What follows belongs to an exercise in optimizing a design on an open flow for small area; a production flow would make more cautious choices. The RTL was checked by simulation tests, not by an equivalence proof against the original design. Power figures rest on the tool's default switching activity, not on a simulated workload.

**flow/config.mk**
```make
export PLATFORM = sky130hd
export DESIGN_NAME = bn_top
export DESIGN_NICKNAME = bn_top
export VERILOG_FILES = /design/flow/design.v
export SDC_FILE = /design/flow/constraint.sdc
export NUM_CORES = 4
export LEC_CHECK = 0
export CAP_MARGIN = 20
export CORE_MARGIN = 2
export CORE_UTILIZATION = 40
export SLEW_MARGIN = 20
```
**flow/constraint.sdc**
```tcl
create_clock -name core_clock -period 15.0 [get_ports {clk_i}]
set_input_delay 3.0000 -clock core_clock [delete_from_list [all_inputs] [get_ports {clk_i}]]
set_output_delay 3.0000 -clock core_clock [all_outputs]
set_load 0.01 [all_outputs]
```
**flow/design.v**
```verilog
`timescale 1ns/10ps
`default_nettype none
package bn_data_pkg;
  typedef logic signed [16-1:0] bn_data_t;
  typedef struct packed {
    logic signed [16-1:0] gamma;
    logic signed [16-1:0] beta;
  } bn_param_t;
  typedef struct packed {
    bn_data_t             data;
    logic [3-1:0] idx;
    logic                 last;
  } bn_sample_t;
  typedef struct packed {
    logic signed [16-1:0] mean;
    logic [4:0]                   k;
  } bn_stats_t;
  typedef struct packed {
    bn_data_t data;
    logic     first;
  } bn_replay_t;
endpackage
`default_nettype wire
`timescale 1ns/10ps
`default_nettype none
package bn_ctrl_pkg;
  typedef enum logic {
    MODE_BYPASS = 1'b0,
    MODE_TRAIN  = 1'b1
  } bn_mode_e;
  typedef enum logic {
    ST_IDLE   = 1'b0,
    ST_GATHER = 1'b1
  } stats_state_e;
  typedef enum logic {
    RP_IDLE = 1'b0,
    RP_RUN  = 1'b1
  } replay_state_e;
endpackage
`default_nettype wire
`timescale 1ns/10ps
`default_nettype none
module bn_input_ctrl
(
  input  logic            clk_i,
  input  logic            rst_n_i,
  input  bn_data_pkg::bn_data_t   x_i,
  input  logic            x_valid_i,
  input  bn_ctrl_pkg::bn_mode_e   mode_i,
  input  bn_data_pkg::bn_param_t  param_i,
  input  logic            param_valid_i,
  output bn_data_pkg::bn_sample_t      train_o,
  output logic            train_valid_o,
  output bn_data_pkg::bn_data_t        bypass_o,
  output logic            bypass_valid_o,
  output bn_data_pkg::bn_param_t       param_o
);
  bn_ctrl_pkg::bn_mode_e             mode_q;
  logic [3-1:0] idx_q;
  logic                 is_train;
  assign is_train = (mode_i == bn_ctrl_pkg::MODE_TRAIN);
  always_ff @(posedge clk_i) begin
    if (!rst_n_i) begin
      mode_q         <= bn_ctrl_pkg::MODE_BYPASS;
      idx_q          <= '0;
      train_valid_o  <= 1'b0;
      bypass_valid_o <= 1'b0;
      param_o.gamma  <= 16'(1 << 8);
      param_o.beta   <= '0;
    end else begin
      mode_q         <= mode_i;
      train_valid_o  <= x_valid_i && is_train;
      bypass_valid_o <= x_valid_i && !is_train;
      if (x_valid_i && is_train) begin
        idx_q <= idx_q + 1'b1;
      end
      if (param_valid_i) begin
        param_o <= param_i;
      end
    end
  end
  always_ff @(posedge clk_i) begin
    train_o.data <= x_i;
    train_o.idx  <= idx_q;
    train_o.last <= (idx_q == 3'(8 - 1));
    bypass_o     <= x_i;
  end
endmodule
`default_nettype wire
`timescale 1ns/10ps
`default_nettype none
module batch_stats
(
  input  logic            clk_i,
  input  logic            rst_n_i,
  input  bn_data_pkg::bn_sample_t train_i,
  input  logic            train_valid_i,
  output bn_data_pkg::bn_stats_t       stats_o,
  output logic            stats_valid_o
);
  bn_ctrl_pkg::stats_state_e                 state_q;
  logic [3-1:0]         cnt_q;
  logic signed [19-1:0]  sum_q;
  bn_data_pkg::bn_data_t                     max_q;
  bn_data_pkg::bn_data_t                     min_q;
  logic                         restart;
  logic signed [19-1:0]  sum_nx;
  bn_data_pkg::bn_data_t                     max_nx;
  bn_data_pkg::bn_data_t                     min_nx;
  logic [16-1:0]        range;
  logic [4:0]                   lead;
  logic [4:0]                   k_nx;
  bn_data_pkg::bn_data_t                     mean_nx;
  always_comb begin
    restart = (state_q == bn_ctrl_pkg::ST_IDLE) || (train_i.idx == '0);
    if (restart) begin
      sum_nx = 19'(train_i.data);
      max_nx = train_i.data;
      min_nx = train_i.data;
    end else begin
      sum_nx = sum_q + 19'(train_i.data);
      max_nx = (train_i.data > max_q) ? train_i.data : max_q;
      min_nx = (train_i.data < min_q) ? train_i.data : min_q;
    end
    range = max_nx - min_nx;
    lead  = '0;
    for (int i = 0; i < 16; i++) begin
      if (range[i]) begin
        lead = 5'(i);
      end
    end
    if (lead >= 5'(2)) begin
      k_nx = lead - 5'(2);
    end else begin
      k_nx = '0;
    end
    mean_nx = sum_nx[19-1:3];
  end
  always_ff @(posedge clk_i) begin
    if (!rst_n_i) begin
      state_q       <= bn_ctrl_pkg::ST_IDLE;
      cnt_q         <= '0;
      stats_valid_o <= 1'b0;
    end else begin
      stats_valid_o <= train_valid_i && train_i.last;
      if (train_valid_i) begin
        cnt_q   <= cnt_q + 1'b1;
        state_q <= train_i.last ? bn_ctrl_pkg::ST_IDLE : bn_ctrl_pkg::ST_GATHER;
      end
    end
  end
  always_ff @(posedge clk_i) begin
    if (train_valid_i) begin
      sum_q <= sum_nx;
      max_q <= max_nx;
      min_q <= min_nx;
    end
    if (train_valid_i && train_i.last) begin
      stats_o.mean <= mean_nx;
      stats_o.k    <= k_nx;
    end
  end
endmodule
`default_nettype wire
`timescale 1ns/10ps
`default_nettype none
module sample_buffer
(
  input  logic            clk_i,
  input  logic            rst_n_i,
  input  bn_data_pkg::bn_sample_t train_i,
  input  logic            train_valid_i,
  output bn_data_pkg::bn_replay_t      replay_o,
  output logic            replay_valid_o
);
  bn_data_pkg::bn_data_t             mem_q [2][8];
  bn_ctrl_pkg::replay_state_e        state_q;
  logic                 fill_bank_q;
  logic                 rd_bank_q;
  logic [3-1:0] rd_idx_q;
  logic                 swap;
  assign swap = train_valid_i && train_i.last;
  always_ff @(posedge clk_i) begin
    if (train_valid_i) begin
      mem_q[fill_bank_q][train_i.idx] <= train_i.data;
    end
  end
  always_ff @(posedge clk_i) begin
    if (!rst_n_i) begin
      state_q        <= bn_ctrl_pkg::RP_IDLE;
      fill_bank_q    <= 1'b0;
      rd_bank_q      <= 1'b0;
      rd_idx_q       <= '0;
      replay_valid_o <= 1'b0;
    end else begin
      case (state_q)
        bn_ctrl_pkg::RP_IDLE: begin
          replay_valid_o <= swap;
          if (swap) begin
            rd_bank_q   <= fill_bank_q;
            fill_bank_q <= ~fill_bank_q;
            rd_idx_q    <= 3'(1);
            state_q     <= bn_ctrl_pkg::RP_RUN;
          end
        end
        bn_ctrl_pkg::RP_RUN: begin
          replay_valid_o <= 1'b1;
          rd_idx_q       <= rd_idx_q + 1'b1;
          if (rd_idx_q == 3'(8 - 1)) begin
            state_q <= bn_ctrl_pkg::RP_IDLE;
          end
        end
        default: state_q <= bn_ctrl_pkg::RP_IDLE;
      endcase
    end
  end
  always_ff @(posedge clk_i) begin
    if (state_q == bn_ctrl_pkg::RP_RUN) begin
      replay_o.data  <= mem_q[rd_bank_q][rd_idx_q];
      replay_o.first <= 1'b0;
    end else begin
      replay_o.data  <= mem_q[fill_bank_q][0];
      replay_o.first <= 1'b1;
    end
  end
endmodule
`default_nettype wire
`timescale 1ns/10ps
`default_nettype none
module bn_transform
(
  input  logic            clk_i,
  input  logic            rst_n_i,
  input  bn_data_pkg::bn_stats_t  stats_i,
  input  logic            stats_valid_i,
  input  bn_data_pkg::bn_replay_t replay_i,
  input  logic            replay_valid_i,
  input  bn_data_pkg::bn_data_t   bypass_i,
  input  logic            bypass_valid_i,
  input  bn_data_pkg::bn_param_t  param_i,
  output bn_data_pkg::bn_data_t        y_o,
  output logic            y_valid_o
);
  localparam logic signed [33:0] SAT_MAX = (34'sd1 <<< (16 - 1)) - 34'sd1;
  localparam logic signed [33:0] SAT_MIN = -(34'sd1 <<< (16 - 1));
  bn_data_pkg::bn_stats_t          stats_hold_q;
  bn_data_pkg::bn_stats_t          batch_stats_q;
  bn_data_pkg::bn_param_t          batch_param_q;
  bn_data_pkg::bn_stats_t          cur_stats;
  bn_data_pkg::bn_stats_t          use_stats;
  bn_data_pkg::bn_param_t          use_param;
  logic signed [16:0] diff;
  logic signed [32:0] prod;
  logic [5:0]         sh;
  logic signed [32:0] scaled;
  logic signed [33:0] acc;
  bn_data_pkg::bn_data_t           y_nx;
  always_comb begin
    cur_stats = stats_valid_i ? stats_i : stats_hold_q;
    use_stats = replay_i.first ? cur_stats : batch_stats_q;
    use_param = replay_i.first ? param_i : batch_param_q;
    diff   = $signed({replay_i.data[16-1], replay_i.data})
           - $signed({use_stats.mean[16-1], use_stats.mean});
    prod   = diff * $signed(use_param.gamma);
    sh     = 6'(8) + 6'(use_stats.k);
    scaled = prod >>> sh;
    acc    = 34'(scaled) + 34'($signed(use_param.beta));
    if (acc > SAT_MAX) begin
      y_nx = SAT_MAX[16-1:0];
    end else if (acc < SAT_MIN) begin
      y_nx = SAT_MIN[16-1:0];
    end else begin
      y_nx = acc[16-1:0];
    end
  end
  always_ff @(posedge clk_i) begin
    if (stats_valid_i) begin
      stats_hold_q <= stats_i;
    end
    if (replay_valid_i && replay_i.first) begin
      batch_stats_q <= cur_stats;
      batch_param_q <= param_i;
    end
    if (replay_valid_i) begin
      y_o <= y_nx;
    end else if (bypass_valid_i) begin
      y_o <= bypass_i;
    end
  end
  always_ff @(posedge clk_i) begin
    if (!rst_n_i) begin
      y_valid_o <= 1'b0;
    end else begin
      y_valid_o <= replay_valid_i || bypass_valid_i;
    end
  end
endmodule
`default_nettype wire
`timescale 1ns/10ps
`default_nettype none
module bn_top
(
  input  logic           clk_i,
  input  logic           rst_n_i,
  input  logic [15:0]    x_i,
  input  logic           x_valid_i,
  input  logic           mode_i,
  input  logic [31:0]    param_i,
  input  logic           param_valid_i,
  output logic [15:0]    y_o,
  output logic           y_valid_o
);
  bn_ctrl_pkg::bn_mode_e   mode;
  assign mode = bn_ctrl_pkg::bn_mode_e'(mode_i);
  bn_data_pkg::bn_sample_t train;
  logic       train_valid;
  bn_data_pkg::bn_data_t   bypass;
  logic       bypass_valid;
  bn_data_pkg::bn_param_t  param;
  bn_data_pkg::bn_stats_t  stats;
  logic       stats_valid;
  bn_data_pkg::bn_replay_t replay;
  logic       replay_valid;
  bn_input_ctrl u_input_ctrl (
    .clk_i          (clk_i),
    .rst_n_i        (rst_n_i),
    .x_i            (x_i),
    .x_valid_i      (x_valid_i),
    .mode_i         (mode),
    .param_i        (param_i),
    .param_valid_i  (param_valid_i),
    .train_o        (train),
    .train_valid_o  (train_valid),
    .bypass_o       (bypass),
    .bypass_valid_o (bypass_valid),
    .param_o        (param)
  );
  batch_stats u_batch_stats (
    .clk_i         (clk_i),
    .rst_n_i       (rst_n_i),
    .train_i       (train),
    .train_valid_i (train_valid),
    .stats_o       (stats),
    .stats_valid_o (stats_valid)
  );
  sample_buffer u_sample_buffer (
    .clk_i          (clk_i),
    .rst_n_i        (rst_n_i),
    .train_i        (train),
    .train_valid_i  (train_valid),
    .replay_o       (replay),
    .replay_valid_o (replay_valid)
  );
  bn_transform u_transform (
    .clk_i          (clk_i),
    .rst_n_i        (rst_n_i),
    .stats_i        (stats),
    .stats_valid_i  (stats_valid),
    .replay_i       (replay),
    .replay_valid_i (replay_valid),
    .bypass_i       (bypass),
    .bypass_valid_i (bypass_valid),
    .param_i        (param),
    .y_o            (y_o),
    .y_valid_o      (y_valid_o)
  );
endmodule
`default_nettype wire
```
**flow/run.sh**
```bash
#!/bin/bash
# synth_recipe.tcl (not shown) runs the flow's synth.tcl, then flattens the netlist and writes it again
# the make line also repeats each setting of config.mk as NAME=value (left out here)
make -C /OpenROAD-flow-scripts/flow DESIGN_CONFIG=/design/flow/config.mk WORK_HOME=/design/flow/orfs CLKGATE_MAP_FILE= SYNTH_SCRIPT=/design/flow/synth_recipe.tcl finish
```
==> summary.txt <==
per-layer routing:
layer  global-route usage [%]  share of wire [%]  vias up
li1                         -                  -    11400
met1                     28.1                 45    12000
met2                     33.4                 47      603
met3                     2.95                5.4      113
met4                     4.77                1.9        0
met5                        0                  0        -
Yosys cell counts (27+ instances only):
cell type    n
a211oi_1    30
a21o_1      42
a21oi_1    137
and2_1      30
clkbuf_1    88
dfxtp_1    106
edfxtp_1   397
fa_1       280
ha_1       195
inv_1      404
mux2_2      69
mux2i_1    130
mux4_2      83
nand2_1    256
nand3_1     38
nor2_1     318
nor3_1      41
o21ai_0     97
xnor2_1     70
xor2_1      27
worst paths after layout:
path,startpoint,end,slack [ns],depth (start not counted)
worst max-delay path,u_batch_stats.stats_valid_o$_SDFF_PN0_,u_transform.y_o[3]$_DFFE_PP_,0.71,49
worst min-delay path,u_input_ctrl.idx_q[1]$_SDFFE_PN0P_,u_input_ctrl.train_o[2]$_DFF_P_,0.37,0
worst max register to register,u_batch_stats.stats_valid_o$_SDFF_PN0_,u_transform.y_o[3]$_DFFE_PP_,0.71,49
worst min register to register,u_input_ctrl.idx_q[1]$_SDFFE_PN0P_,u_input_ctrl.train_o[2]$_DFF_P_,0.37,0
what timing repair did:
item / 4_1_cts / 5_1_grt
gates resized for setup: 0 / 16
hold endpoints to repair: 0 / 0
endpoints found under the setup margin: 0 / 16
hold buffers: 0 / 0
buffers inserted: 0 / 11
layout make-up:
type	instances	area share [%]
clock inverter	32	0.979
clock buffer	69	3.61
timing repair buffer	168	3.57
tap	1165	3.61
sequential	503	34.8
multi-input combinational	2178	49.7
inverter	406	3.77
state kept, by name, summed over array words and instances, names as in the netlist, 17 cells and up, named ones only:
name,count
u_transform.stats_hold_q,21
u_transform.batch_stats_q,21
u_sample_buffer.mem_q,256
u_batch_stats.stats_o,21
u_batch_stats.sum_q,19
u_input_ctrl.param_o,32
u_transform.batch_param_q,32
u_sample_buffer.replay_o,17
u_input_ctrl.train_o,20
power by group through the flow:
stage	sequential (mW)	combinational [mW]	clock, mW
2_1_floorplan	1.57	3.41	0
4_1_cts	1.53	4.54	1.41
3_5_place_dp	1.56	4.50	0
3_3_place_gp	1.56	4.51	0
6_report	1.53	4.72	1.37
5_1_grt	1.54	5.21	1.46
stage by stage:
step,setup slack (ns),hold WS [ns]
after floorplan,0.00229,0.355
after global placement,0.358,0.364
after detailed placement,0.150,0.366
after CTS,0.0288,0.377
after global routing,0.0113,0.388
final,0.714,0.375
worst max-delay path: cells and delay by family, from the launching register on:
kind	cells	cell delay, ns
xor gates and xnor gates	1	0.24
adders and majority gates	9	4.11
and+or+nand+nor	9	2.47
muxes	5	1.49
AOI/OAI and AO/OA	21	4.88
DFF	1	0.39
buffers and inverters	4	0.39
cells by family after synthesis:
group,after synthesis
XOR/XNOR,97
flip-flops,503
adder cells (fa/ha/maj),475
multiplexers,282
buffers and inverters,524
AO/OA/AOI/OAI,494
AND/OR/NAND/NOR,830
==> results.cfg <==
[status]
outcome = complete, no violations

[power]
power_frac_seq_pct = 20.1
power_density_nw_per_um2 = 189
intPower_mw = 4.22
netSwitchingFraction_pct = 44.6
p_comb_share_pct = 61.9
p_sw_mw = 3.40
p_leak_nw = 16.3
p_total_mw = 7.62
p_clk_share_pct = 18.0
ir_drop_v = 0.000163

[clocking]
clk-insertion-delay-late_ns = 0.67
clkTransAtPathRegs_ns = 0.06
cts_sinks = 503
cts.root.buffer_cell = clkbuf_16
cts_made_buffers = 54
clk_path_buf_depth = 3
htree_num_levels = 2
cts_tree = done

[yosys]
synth_top_area_share_pct = 33.1
synth.area.top_cells = edfxtp_1, fa_1, ha_1
synth_top_family_by_area = adder cells
synth_seq_cells = 503
post_synth_num_cell_types = 101
yosys_warnings = 4
netlist_area_um2 = 36000
synth_edf_count = 397
synth-seq-area-share_pct = 39.0
synth_fp_nets = 3733
yosys.area_share.adder_pct = 22.4
synth-simple-area-share_pct = 10.5
synth_mux_area_share_pct = 11.0
syn_area_per_cell_um2 = 11.2
ys_async_sr_fraction_pct = 0
synthFlopType = edfxtp_1
synth_area_leader_cell = edfxtp_1
synth_compound_area_share_pct = 9.25
synth_xor_area_share_pct = 2.36
synth_cells = 3205

[global_routing]
grt_pass1_vias = 24600
antenna_found_initial = 1
grt_max_degree = 67
gr-total-overflow = 0
grt_use_total_pct = 20.2
grt_pass1_wl_um = 145000

[timing]
min_period_ns = 14.29
slew_headroom_pct = 21.2
period_share_pct = 95.2
finalClockSkew_ns = 0.103
timing.fmax_mhz = 70.0
tns_ns = 0
maxSlewViolCount = 0
grt_setup_unrepaired = no
setup_viol = 0
tightest_slew_ns = 1.15
final_hold_viol_count = 0

[setup_path]
crit_required_ns = 15.37
cp-start-kind = flop
crit_path_max_incr_delay_ns = 0.54
end_kind = flop
cpMostUsedCell = fa_1
crit_arrival_ns = 14.66
path_max_fanout = 16
crit_type = flop to flop
cpMaxStageDelayCell = fa_1

[place]
place.gp.congestion = 0.922
placed_cell_area_um2 = 38400
dp.cells = 4409
io_buffers = 69
dpl.hpwl_um = 68500

[floorplanning]
fp.dieArea_um2 = 92400
fp.dieW_um = 304
io_pins = 70
initial_utilization_pct = 40.5
die_height_um = 304
fp-row-count = 109
core_um2 = 88800

[layout]
final_util_pct = 45.5
stdcell_count = 4521
final_nets = 3839
final_cell_mix = inv_1, edfxtp_1, nor2_1
post_route_cells_drive_above_1_share_pct = 13.1
fillers = 8197
multi_input_area_um2 = 20100
area_growth_pct = 12.3
layout_commonest_cell = inv_1
antennaDiodeCount = 0
fin_area_um2 = 40400
seqCellArea_um2 = 14100

[drt]
vias = 24100
drc = 0
firstDrtPassIters = 6
drt_iter0_drc = 1945
wirelength_um = 92100
wl_per_cell_um = 20.4
drt.antenna.violating_nets = 0
vias_per_cell = 5.33

[job]
max-cap-violations = 0

[worst_hold_path]
hp-class = flop to flop

-- re-timing with driven ports --
The flow's constraints put no driver on any port. The routed layout listed below was extracted and timed again, unchanged, in two steps. Step 1 (the two cells are an assumption about what drives the block):
set clk [get_ports {clk_i}]
set_driving_cell -lib_cell sky130_fd_sc_hd__clkbuf_16 $clk
set_driving_cell -lib_cell sky130_fd_sc_hd__buf_2 [delete_from_list [all_inputs] $clk]
Step 2 also shifts input and output timing later by t, the mid clock arrival at the registers, as if the neighbouring blocks saw the same clock. Slacks: no drivers / after step 1 / after step 2; pairs: no drivers / after step 1.
t (ns): 0.683
setup WS [ns]: 0.714 / 0.714 / 0.714
worst slew at a driven data input, ns: 0.06
After both steps setup and hold are still met in this run. For this run, drivers alone change the setup slack by 0.000 ns; drivers and shift together by 0.000 ns.
